This is an optimization exercise on Yosys and OpenROAD, whose aim is small area, a short achievable clock period and few clock cycles per item, not a production implementation. Only simulation tests tie the RTL to the original design; equivalence was not proved. Power and IR drop assume default switching activity.

File: flow/run.sh
#!/bin/bash
# synth_recipe.tcl (not shown) runs the flow's synth.tcl, then flattens the netlist and writes it again
# the make line also repeats each setting of config.mk as NAME=value (left out here)
make -C /OpenROAD-flow-scripts/flow DESIGN_CONFIG=/design/flow/config.mk WORK_HOME=/design/flow/orfs CLKGATE_MAP_FILE= SYNTH_SCRIPT=/design/flow/synth_recipe.tcl finish
File: flow/config.mk
export PLATFORM = sky130hd
export DESIGN_NAME = matvec_top
export DESIGN_NICKNAME = matvec_top
export VERILOG_FILES = /design/flow/design.v
export SDC_FILE = /design/flow/constraint.sdc
export NUM_CORES = 4
export LEC_CHECK = 0
export CAP_MARGIN = 20
export CORE_MARGIN = 2
export CORE_UTILIZATION = 40
export SLEW_MARGIN = 20
File: flow/constraint.sdc
create_clock -name core_clock -period 10.0 [get_ports {CLOCK_50}]
set_input_delay 2.0000 -clock core_clock [delete_from_list [all_inputs] [get_ports {CLOCK_50}]]
set_output_delay 2.0000 -clock core_clock [all_outputs]
set_load 0.01 [all_outputs]
File: flow/design.v
`default_nettype none
package matvec_pkg;
  typedef enum logic [2:0] {
    PH_IDLE    = 3'd0,
    PH_READ    = 3'd1,
    PH_WAIT    = 3'd2,
    PH_UNPACK  = 3'd3,
    PH_COMPUTE = 3'd4,
    PH_DONE    = 3'd5
  } phase_t;
  typedef struct packed {
    logic                      rd;
    logic [32-1:0] addr;
  } mem_req_t;
  typedef struct packed {
    logic                      valid;
    logic [64-1:0] data;
  } mem_rsp_t;
  typedef struct packed {
    logic [8:0]        we;
    logic [8-1:0] data;
  } fifo_push_t;
  typedef logic [8-1:0][8-1:0] lane_bytes_t;
  typedef logic [8-1:0][24-1:0]  lane_acc_t;
endpackage
`default_nettype wire
`timescale 1ns/100ps
`default_nettype none
module matvec_loader (
  input  logic                  CLOCK_50,
  input  logic                  KEY,
  output matvec_pkg::mem_req_t  mem_req,
  input  matvec_pkg::mem_rsp_t  mem_rsp,
  output matvec_pkg::fifo_push_t push,
  input  logic                  all_empty,
  output matvec_pkg::phase_t    phase
);
  logic [3:0] word_cnt;
  logic [2:0] byte_cnt;
  logic [8-1:0][8-1:0] word_q;
  always_ff @(posedge CLOCK_50 or negedge KEY) begin
    if (!KEY) begin
      phase    <= matvec_pkg::PH_IDLE;
      word_cnt <= '0;
      byte_cnt <= '0;
      mem_req  <= '0;
    end else begin
      mem_req.rd <= 1'b0;
      case (phase)
        matvec_pkg::PH_IDLE: begin
          word_cnt <= '0;
          phase    <= matvec_pkg::PH_READ;
        end
        matvec_pkg::PH_READ: begin
          mem_req.rd   <= 1'b1;
          mem_req.addr <= 32'(0) + 32'(word_cnt);
          phase        <= matvec_pkg::PH_WAIT;
        end
        matvec_pkg::PH_WAIT: begin
          if (mem_rsp.valid) begin
            byte_cnt <= '0;
            phase    <= matvec_pkg::PH_UNPACK;
          end
        end
        matvec_pkg::PH_UNPACK: begin
          byte_cnt <= byte_cnt + 3'd1;
          if (byte_cnt == 3'(8 - 1)) begin
            if (word_cnt == 4'(8)) begin
              phase <= matvec_pkg::PH_COMPUTE;
            end else begin
              word_cnt <= word_cnt + 4'd1;
              phase    <= matvec_pkg::PH_READ;
            end
          end
        end
        matvec_pkg::PH_COMPUTE: begin
          if (all_empty) begin
            phase <= matvec_pkg::PH_DONE;
          end
        end
        matvec_pkg::PH_DONE: begin
          phase <= matvec_pkg::PH_DONE;
        end
        default: begin
          phase <= matvec_pkg::PH_IDLE;
        end
      endcase
    end
  end
  always_ff @(posedge CLOCK_50) begin
    if (phase == matvec_pkg::PH_WAIT && mem_rsp.valid) begin
      word_q <= mem_rsp.data;
    end
  end
  always_comb begin
    push      = '0;
    push.data = word_q[3'(8 - 1) - byte_cnt];
    if (phase == matvec_pkg::PH_UNPACK) begin
      if (word_cnt == 4'd0) begin
        push.we[8] = 1'b1;
      end else begin
        push.we[word_cnt - 4'd1] = 1'b1;
      end
    end
  end
endmodule
`default_nettype wire
`timescale 1ns/100ps
`default_nettype none
module byte_fifo #(
  parameter int DEPTH = 8
) (
  input  logic                      CLOCK_50,
  input  logic                      KEY,
  input  logic                      wr,
  input  logic [8-1:0] din,
  input  logic                      rd,
  output logic [8-1:0] dout,
  output logic                      empty,
  output logic                      full
);
  localparam int PTR_W = $clog2(DEPTH);
  logic [8-1:0] mem [DEPTH];
  logic [PTR_W-1:0]          wr_ptr;
  logic [PTR_W-1:0]          rd_ptr;
  logic [PTR_W:0]            count;
  logic                      do_wr;
  logic                      do_rd;
  assign do_wr = wr && !full;
  assign do_rd = rd && !empty;
  always_ff @(posedge CLOCK_50 or negedge KEY) begin
    if (!KEY) begin
      wr_ptr <= '0;
      rd_ptr <= '0;
      count  <= '0;
    end else begin
      if (do_wr) wr_ptr <= wr_ptr + PTR_W'(1);
      if (do_rd) rd_ptr <= rd_ptr + PTR_W'(1);
      case ({do_wr, do_rd})
        2'b10:   count <= count + (PTR_W+1)'(1);
        2'b01:   count <= count - (PTR_W+1)'(1);
        default: count <= count;
      endcase
    end
  end
  always_ff @(posedge CLOCK_50) begin
    if (do_wr) mem[wr_ptr] <= din;
  end
  assign dout  = mem[rd_ptr];
  assign empty = (count == '0);
  assign full  = (count == DEPTH[PTR_W:0]);
endmodule
`default_nettype wire
`timescale 1ns/100ps
`default_nettype none
module mac_array (
  input  logic                      CLOCK_50,
  input  logic                      KEY,
  input  matvec_pkg::phase_t        phase,
  input  logic [8-1:0][8-1:0] a_head,
  input  logic [8-1:0] b_head,
  input  logic [8-1:0]      a_empty,
  input  logic                      b_empty,
  output logic                      pop,
  output logic                      all_empty,
  output logic [8-1:0][24-1:0] acc
);
  logic in_compute_q;
  logic first_cycle;
  logic lanes_ready;
  always_ff @(posedge CLOCK_50 or negedge KEY) begin
    if (!KEY) begin
      in_compute_q <= 1'b0;
    end else begin
      in_compute_q <= (phase == matvec_pkg::PH_COMPUTE);
    end
  end
  assign first_cycle = (phase == matvec_pkg::PH_COMPUTE) && !in_compute_q;
  assign lanes_ready = !b_empty && !(|a_empty);
  assign pop         = (phase == matvec_pkg::PH_COMPUTE) && !first_cycle && lanes_ready;
  assign all_empty   = b_empty && (&a_empty);
  for (genvar g = 0; g < 8; g++) begin : g_lane
    logic [2*8-1:0] prod;
    logic [24-1:0]    sum;
    assign prod = (2*8)'(a_head[g]) * (2*8)'(b_head);
    always_ff @(posedge CLOCK_50) begin
      if (first_cycle) begin
        sum <= '0;
      end else if (pop) begin
        sum <= sum + 24'(prod);
      end
    end
    assign acc[g] = sum;
  end
endmodule
`default_nettype wire
`timescale 1ns/100ps
`default_nettype none
module hex_display (
  input  matvec_pkg::phase_t    phase,
  input  logic [9:0]            SW,
  input  logic [8-1:0][24-1:0] acc,
  output logic [6:0]            HEX0,
  output logic [6:0]            HEX1,
  output logic [6:0]            HEX2,
  output logic [6:0]            HEX3,
  output logic [6:0]            HEX4,
  output logic [6:0]            HEX5
);
  logic [24-1:0] sel_acc;
  logic                     show;
  function automatic logic [6:0] seg_decode(input logic [3:0] nib);
    case (nib)
      4'h0:    seg_decode = 7'b1000000;
      4'h1:    seg_decode = 7'b1111001;
      4'h2:    seg_decode = 7'b0100100;
      4'h3:    seg_decode = 7'b0110000;
      4'h4:    seg_decode = 7'b0011001;
      4'h5:    seg_decode = 7'b0010010;
      4'h6:    seg_decode = 7'b0000010;
      4'h7:    seg_decode = 7'b1111000;
      4'h8:    seg_decode = 7'b0000000;
      4'h9:    seg_decode = 7'b0011000;
      4'ha:    seg_decode = 7'b0001000;
      4'hb:    seg_decode = 7'b0000011;
      4'hc:    seg_decode = 7'b1000110;
      4'hd:    seg_decode = 7'b0100001;
      4'he:    seg_decode = 7'b0000110;
      default: seg_decode = 7'b0001110;
    endcase
  endfunction
  assign sel_acc = acc[SW[3:1]];
  assign show    = (phase == matvec_pkg::PH_DONE) && SW[0];
  assign HEX0 = show ? seg_decode(sel_acc[3:0])   : 7'b1111111;
  assign HEX1 = show ? seg_decode(sel_acc[7:4])   : 7'b1111111;
  assign HEX2 = show ? seg_decode(sel_acc[11:8])  : 7'b1111111;
  assign HEX3 = show ? seg_decode(sel_acc[15:12]) : 7'b1111111;
  assign HEX4 = show ? seg_decode(sel_acc[19:16]) : 7'b1111111;
  assign HEX5 = show ? seg_decode(sel_acc[23:20]) : 7'b1111111;
endmodule
`default_nettype wire
`timescale 1ns/100ps
`default_nettype none
module matvec_top (
  input  logic                 CLOCK_50,
  input  logic                 KEY,
  input  logic [9:0]           SW,
  output logic [9:0]           LEDR,
  output logic [6:0]           HEX0,
  output logic [6:0]           HEX1,
  output logic [6:0]           HEX2,
  output logic [6:0]           HEX3,
  output logic [6:0]           HEX4,
  output logic [6:0]           HEX5,
  output logic                 mem_rd,
  output logic [31:0]          mem_addr,
  input  logic                 mem_rsp_valid,
  input  logic [63:0]          mem_rsp_data
);
  matvec_pkg::phase_t     phase;
  matvec_pkg::fifo_push_t push;
  logic       pop;
  logic       all_empty;
  logic [8-1:0][24-1:0] acc;
  matvec_pkg::mem_req_t   mem_req;
  matvec_pkg::mem_rsp_t   mem_rsp;
  assign mem_rd            = mem_req.rd;
  assign mem_addr          = mem_req.addr;
  assign mem_rsp.valid     = mem_rsp_valid;
  assign mem_rsp.data      = mem_rsp_data;
  logic [8:0][8-1:0] fifo_dout;
  logic [8:0]                     fifo_empty;
  logic [8:0]                     fifo_full;
  matvec_loader matvec_loader_inst (
    .CLOCK_50  (CLOCK_50),
    .KEY       (KEY),
    .mem_req   (mem_req),
    .mem_rsp   (mem_rsp),
    .push      (push),
    .all_empty (all_empty),
    .phase     (phase)
  );
  for (genvar i = 0; i <= 8; i++) begin : g_fifo
    byte_fifo #(
      .DEPTH (8)
    ) byte_fifo_inst (
      .CLOCK_50 (CLOCK_50),
      .KEY      (KEY),
      .wr       (push.we[i]),
      .din      (push.data),
      .rd       (pop),
      .dout     (fifo_dout[i]),
      .empty    (fifo_empty[i]),
      .full     (fifo_full[i])
    );
  end
  mac_array mac_array_inst (
    .CLOCK_50  (CLOCK_50),
    .KEY       (KEY),
    .phase     (phase),
    .a_head    (fifo_dout[8-1:0]),
    .b_head    (fifo_dout[8]),
    .a_empty   (fifo_empty[8-1:0]),
    .b_empty   (fifo_empty[8]),
    .pop       (pop),
    .all_empty (all_empty),
    .acc       (acc)
  );
  hex_display hex_display_inst (
    .phase (phase),
    .SW    (SW),
    .acc   (acc),
    .HEX0  (HEX0),
    .HEX1  (HEX1),
    .HEX2  (HEX2),
    .HEX3  (HEX3),
    .HEX4  (HEX4),
    .HEX5  (HEX5)
  );
  assign LEDR = {7'd0, phase};
endmodule
`default_nettype wire
==> results.txt <==
Cells and area:
- The total area of multi-input combinational cells is 0.0317 mm^2.
- The share of layout cells above drive strength 1 is 11.7%.
- The final non-filler cell total is 7638.
- After filler insertion, the fill cell instance count of the layout stands at 14000.
- The area growth from synthesis to layout is 12.0%.
- Registers take 0.0257 mm^2.
- The final net count is between 6000 and 7000.

Route:
- The remaining antenna violation count is 0.
- The DRC violation total after the first TritonRoute iteration is 2648.
- The count of vias placed by the detailed router is 39400.
- The first detailed-routing pass ran for 5 iterations.
- For this run, design rule violations remaining after detail routing come to 0.
- The routed design has around 150000 um of wire.
- The post-detailed-route wirelength per cell is between 15 and 20 um.
- The number of vias per cell is 5.16.

Synthesis:
- The netlist area before placement is 0.0614 mm^2.
- The average instance in the mapped netlist occupies about 11 um^2.
- Of the synthesized area, sequential elements account for between 40% and 50%.
- The number of synthesized register bits is approximately 940.
- The Yosys step of the flow raised 4 warnings.
- Yosys mapped the design onto 80 distinct sky130hd cell types.
- The gate count of the mapped netlist is 5383.
- Counting flops with a built-in enable in the synthesized netlist gives 640.
- After synthesis, the share of flip-flops with an asynchronous set or reset is ~11%.
- The prevailing post-synth register cell is sky130_fd_sc_hd__edfxtp_1.

Timing:
- The aggregate negative setup slack is 0 ns.
- The final critical path takes up 77.2% of the cycle.
- Setup repair after global routing left no endpoint under its margin.
- The worst hold slack is 0.465 ns.
- The slew at the pin closest to its max-slew limit is 1.15 ns.
- Timing would allow up to between 100 and 150 MHz.
- The shortest period the worst path allows is ~7.7 ns.
- The count of final max-slew check failures is 0.
- The final hold violation count is 0.
- Headroom to the max-slew limit came out at 21.9%.
- The final-report setup violation count is 0.
- Between clock sinks in the finished design, the worst skew comes to 0.0888 ns.

Clocking:
- The clock transition at the registers of the reported paths is 0.05 ns.
- The CTS tree is yes.
- The tree built by TritonCTS fans out to 938 sinks.
- CTS built an H-tree with a depth of 3.
- The number of setup buffers added after CTS is 0.
- Clock latency on the worst-skew pair, taken at its later pin, is 0.77 ns.
- After clock tree synthesis, the repair step resized 0 gates.
- The clock tree buffer depth is 3.
- The number of buffers inserted by hold repair at cts is 0.
- The root buffer cell chosen for the clock tree is sky130_fd_sc_hd__clkbuf_16.
- The TritonCTS buffer count is between 100 and 150.

Worst setup path:
- The worst setup path is captured at a primary output.
- The required time of the critical path is ~8 ns.
- STA classifies the critical path startpoint as an input port.
- The critical path class is input port to primary output.
- For the worst setup path, the data arrival time is between 5 and 6 ns.
- The largest fanout on the critical path is 30.

Power and ir drop:
- The leakage power of the design is 28.5 nW.
- Power spread over the standard cell area amounts to 260 mW/mm^2.
- The maximum resistive drop on vdd is 0.000197 V.

Global routing:
- The total overflow left after global routing is 0.
- The number of antenna violations at the first check in global routing was 3.
- The via count of the first global-routing pass is 40100.
- Global routing consumed, over all layers together, approximately a fifth of the routing resources.
- Entering global routing, the biggest net connects approximately 130 pins.
- The first-pass GRT wire length is 230000 um.

Place:
- At the end of routability-driven placement, the weighted congestion stood at 0.880.
- The placed wire-length estimate is 104000 um.
- In this run, placement finished with an instance count of 7436.
- The count of buffers added on input and output ports is 120.

Floorplanning:
- The initial core utilization is 40.4%.
- The height of the die is 396 um.
- The number of placed I/O pins is 162.
- The floorplan die area is 0.157 mm^2.
- The row count is 143.
- The floorplan core area is 0.152 mm^2.
- The floorplan die width is 396 um.

Status:
- The flow ran to the end and the layout has no timing, DRC or antenna violations.

Worst hold path:
- In this run the worst hold path is classified as register to register.

Flow run:
- The tool flagged a number of max-cap violations equal to 0.
## metrics by stage
stage          setup WS, ns  area (um^2)  utilization (%)  total power [mW]
5_1_grt                2.11        68700             45.2              19.4
4_1_cts                2.25        68700             45.2              18.0
6_report               2.28        68700             45.2              17.9
3_3_place_gp           2.36        65200             42.8              13.9
3_5_place_dp           2.26        65200             42.8              14.1
2_1_floorplan          2.78        61500                -              11.9
## sequential cells by signal, summed over array words and instances (netlist names)
signal,count
matvec_loader_inst.word_cnt,4
g_fifo.byte_fifo_inst.count,36
mac_array_inst.in_compute_q,1
matvec_loader_inst.word_q,64
mac_array_inst.g_lane.sum,192
g_fifo.byte_fifo_inst.mem,576
g_fifo.byte_fifo_inst.wr_ptr,27
g_fifo.byte_fifo_inst.rd_ptr,27
matvec_loader_inst.phase,3
matvec_loader_inst.byte_cnt,3
matvec_loader_inst.mem_req,5
## layer usage
layer	GRT usage (%)	vias up	wire length, um
li1	-	18500	-
met1	27.1	19800	68200
met2	29.7	961	66300
met3	2.46	170	7970
met4	4.75	4	3110
met5	0	-	27
## logic make-up after synthesis
logic type      Yosys count  share of synthesized area (%)
mux                     388                           10.7
other cells               1                        0.00611
fa+ha+maj               820                           21.7
xor+xnor                167                           2.38
flops                   938                           41.9
compound gates          576                           6.01
buf+inv                1093                           7.01
simple gates           1400                           10.3
## placed cells by master, fill, tap and decap left out, drive strengths merged, types with 14 or more instances in the layout
cell type,instances
nor2,474
xor2,64
and2,14
clkbuf,132
o221ai,26
mux2,59
nor4,15
nor3b,29
clkinv,46
a211oi,41
fa,409
a21o,42
a31oi,16
dfxtp,192
dfrtp,106
nand3,68
and3,20
mux4,208
o21a,20
o21ai,105
or3,16
ha,411
nand2b,50
nand4,14
clkdlybuf4s50,117
nand2,485
o31ai,17
nor3,73
nor2b,45
o211ai,22
mux2i,121
conb,35
edfxtp,640
inv,857
a21oi,215
or2,69
buf,113
xnor2,103
## cell type report
type / count / share of cell area, %
clock buffer: 132 / 4.02
multi-input combinational: 3386 / 46.0
inverter: 854 / 4.67
sequential: 938 / 37.4
antenna: 4 / 0.0146
tap: 2030 / 3.70
timing repair buffer: 230 / 3.05
clock inverter: 64 / 1.09
## worst max-delay path, cell delays in order
cell,delay (ns)
sky130_fd_sc_hd__buf_2,0.44
sky130_fd_sc_hd__buf_4,0.51
sky130_fd_sc_hd__mux4_2,0.45
sky130_fd_sc_hd__mux2i_1,0.72
sky130_fd_sc_hd__inv_1,0.22
sky130_fd_sc_hd__ha_1,0.34
sky130_fd_sc_hd__mux2_2,0.28
sky130_fd_sc_hd__nand2_1,0.07
sky130_fd_sc_hd__o211ai_1,0.11
sky130_fd_sc_hd__clkdlybuf4s50_1,0.52
## synth_stat cells, types with 7 or more instances
| library cell | instances | share of area [%] |
|---|---|---|
| sky130_fd_sc_hd__or2_2 | 68 | 0.69 |
| sky130_fd_sc_hd__mux2_2 | 57 | 1.0 |
| sky130_fd_sc_hd__nor2b_1 | 45 | 0.46 |
| sky130_fd_sc_hd__edfxtp_1 | 640 | 31 |
| sky130_fd_sc_hd__and2_1 | 14 | 0.14 |
| sky130_fd_sc_hd__o21ai_0 | 101 | 0.82 |
| sky130_fd_sc_hd__and3_1 | 20 | 0.20 |
| sky130_fd_sc_hd__nor3_1 | 73 | 0.60 |
| sky130_fd_sc_hd__o31a_1 | 7 | 0.10 |
| sky130_fd_sc_hd__a211oi_1 | 35 | 0.43 |
| sky130_fd_sc_hd__o21bai_1 | 8 | 0.098 |
| sky130_fd_sc_hd__nand3_1 | 68 | 0.55 |
| sky130_fd_sc_hd__nor2_1 | 474 | 2.9 |
| sky130_fd_sc_hd__ha_1 | 411 | 8.4 |
| sky130_fd_sc_hd__buf_1 | 29 | 0.18 |
| sky130_fd_sc_hd__mux4_2 | 208 | 7.6 |
| sky130_fd_sc_hd__o31ai_1 | 16 | 0.20 |
| sky130_fd_sc_hd__nor4b_1 | 10 | 0.14 |
| sky130_fd_sc_hd__fa_1 | 409 | 13 |
| sky130_fd_sc_hd__o221ai_1 | 26 | 0.37 |
| sky130_fd_sc_hd__o311ai_0 | 9 | 0.13 |
| sky130_fd_sc_hd__dfrtp_1 | 106 | 4.3 |
| sky130_fd_sc_hd__o21a_1 | 20 | 0.24 |
| sky130_fd_sc_hd__nand2_1 | 485 | 3.0 |
| sky130_fd_sc_hd__dfxtp_1 | 192 | 6.3 |
| sky130_fd_sc_hd__nor3b_1 | 27 | 0.33 |
| sky130_fd_sc_hd__a31oi_1 | 16 | 0.16 |
| sky130_fd_sc_hd__nand4_1 | 13 | 0.13 |
| sky130_fd_sc_hd__nor4_1 | 14 | 0.14 |
| sky130_fd_sc_hd__o211ai_1 | 22 | 0.27 |
| sky130_fd_sc_hd__buf_4 | 37 | 0.45 |
| sky130_fd_sc_hd__clkbuf_1 | 125 | 0.76 |
| sky130_fd_sc_hd__mux2i_1 | 120 | 2.0 |
| sky130_fd_sc_hd__xnor2_1 | 103 | 1.5 |
| sky130_fd_sc_hd__buf_2 | 48 | 0.39 |
| sky130_fd_sc_hd__xor2_1 | 64 | 0.91 |
| sky130_fd_sc_hd__nand2b_1 | 50 | 0.51 |
| sky130_fd_sc_hd__a21oi_1 | 215 | 1.8 |
| sky130_fd_sc_hd__a21o_1 | 42 | 0.51 |
| sky130_fd_sc_hd__inv_1 | 851 | 5.2 |
| sky130_fd_sc_hd__or3_1 | 16 | 0.16 |
## final timing paths
check / start / to / slack [ns] / depth (start not counted)
setup / recovery: SW[2] / HEX1[4] / 2.28 / 10
hold / removal: mac_array_inst.g_lane[1].sum[23] / mac_array_inst.g_lane[1].sum[23] / 0.46 / 1
setup reg to reg: g_fifo[8].byte_fifo_inst.rd_ptr[1] / mac_array_inst.g_lane[1].sum[19] / 2.85 / 19
hold reg to reg: mac_array_inst.g_lane[1].sum[23] / mac_array_inst.g_lane[1].sum[23] / 0.46 / 1
max in group asynchronous: KEY / matvec_loader_inst.word_cnt[1] / 7.50 / 2
min in group asynchronous: KEY / g_fifo[8].byte_fifo_inst.wr_ptr[1] / 1.26 / 1
## report_power, final
group	switching (mW)	total [mW]	leakage, nW	internal, mW
clock network	1.67	3.89	1.70	2.22
logic	5.27	8.71	18.1	3.44
registers	0.207	5.30	8.71	5.09
Testbench counts, summed over its fixed seeds: cycles 31,879, items 256.

-- port drivers added, routing unchanged --
The results above use ideal ports. As a check the final layout listed here was re-extracted and re-timed, cells and wires unchanged. Step 1 assumes that a clkbuf_16 drives the clock port and a buf_2 every other input. Step 2 also shifts input and output timing later by t, the mid clock arrival at the registers, as if the neighbouring blocks saw the same clock. a / b / c = ideal / step 1 / step 2; a / b = the first two.
t, ns: 0.792
slack for setup (ns): 2.283 / 2.231 / 2.231
clock arrival spread, ns: 0.089 / 0.090
pins driven straight from the clock port: 1
After both steps setup and hold are still met in this run. The setup slack of this run moves by -0.052 ns with the drivers and by -0.052 ns with both steps.
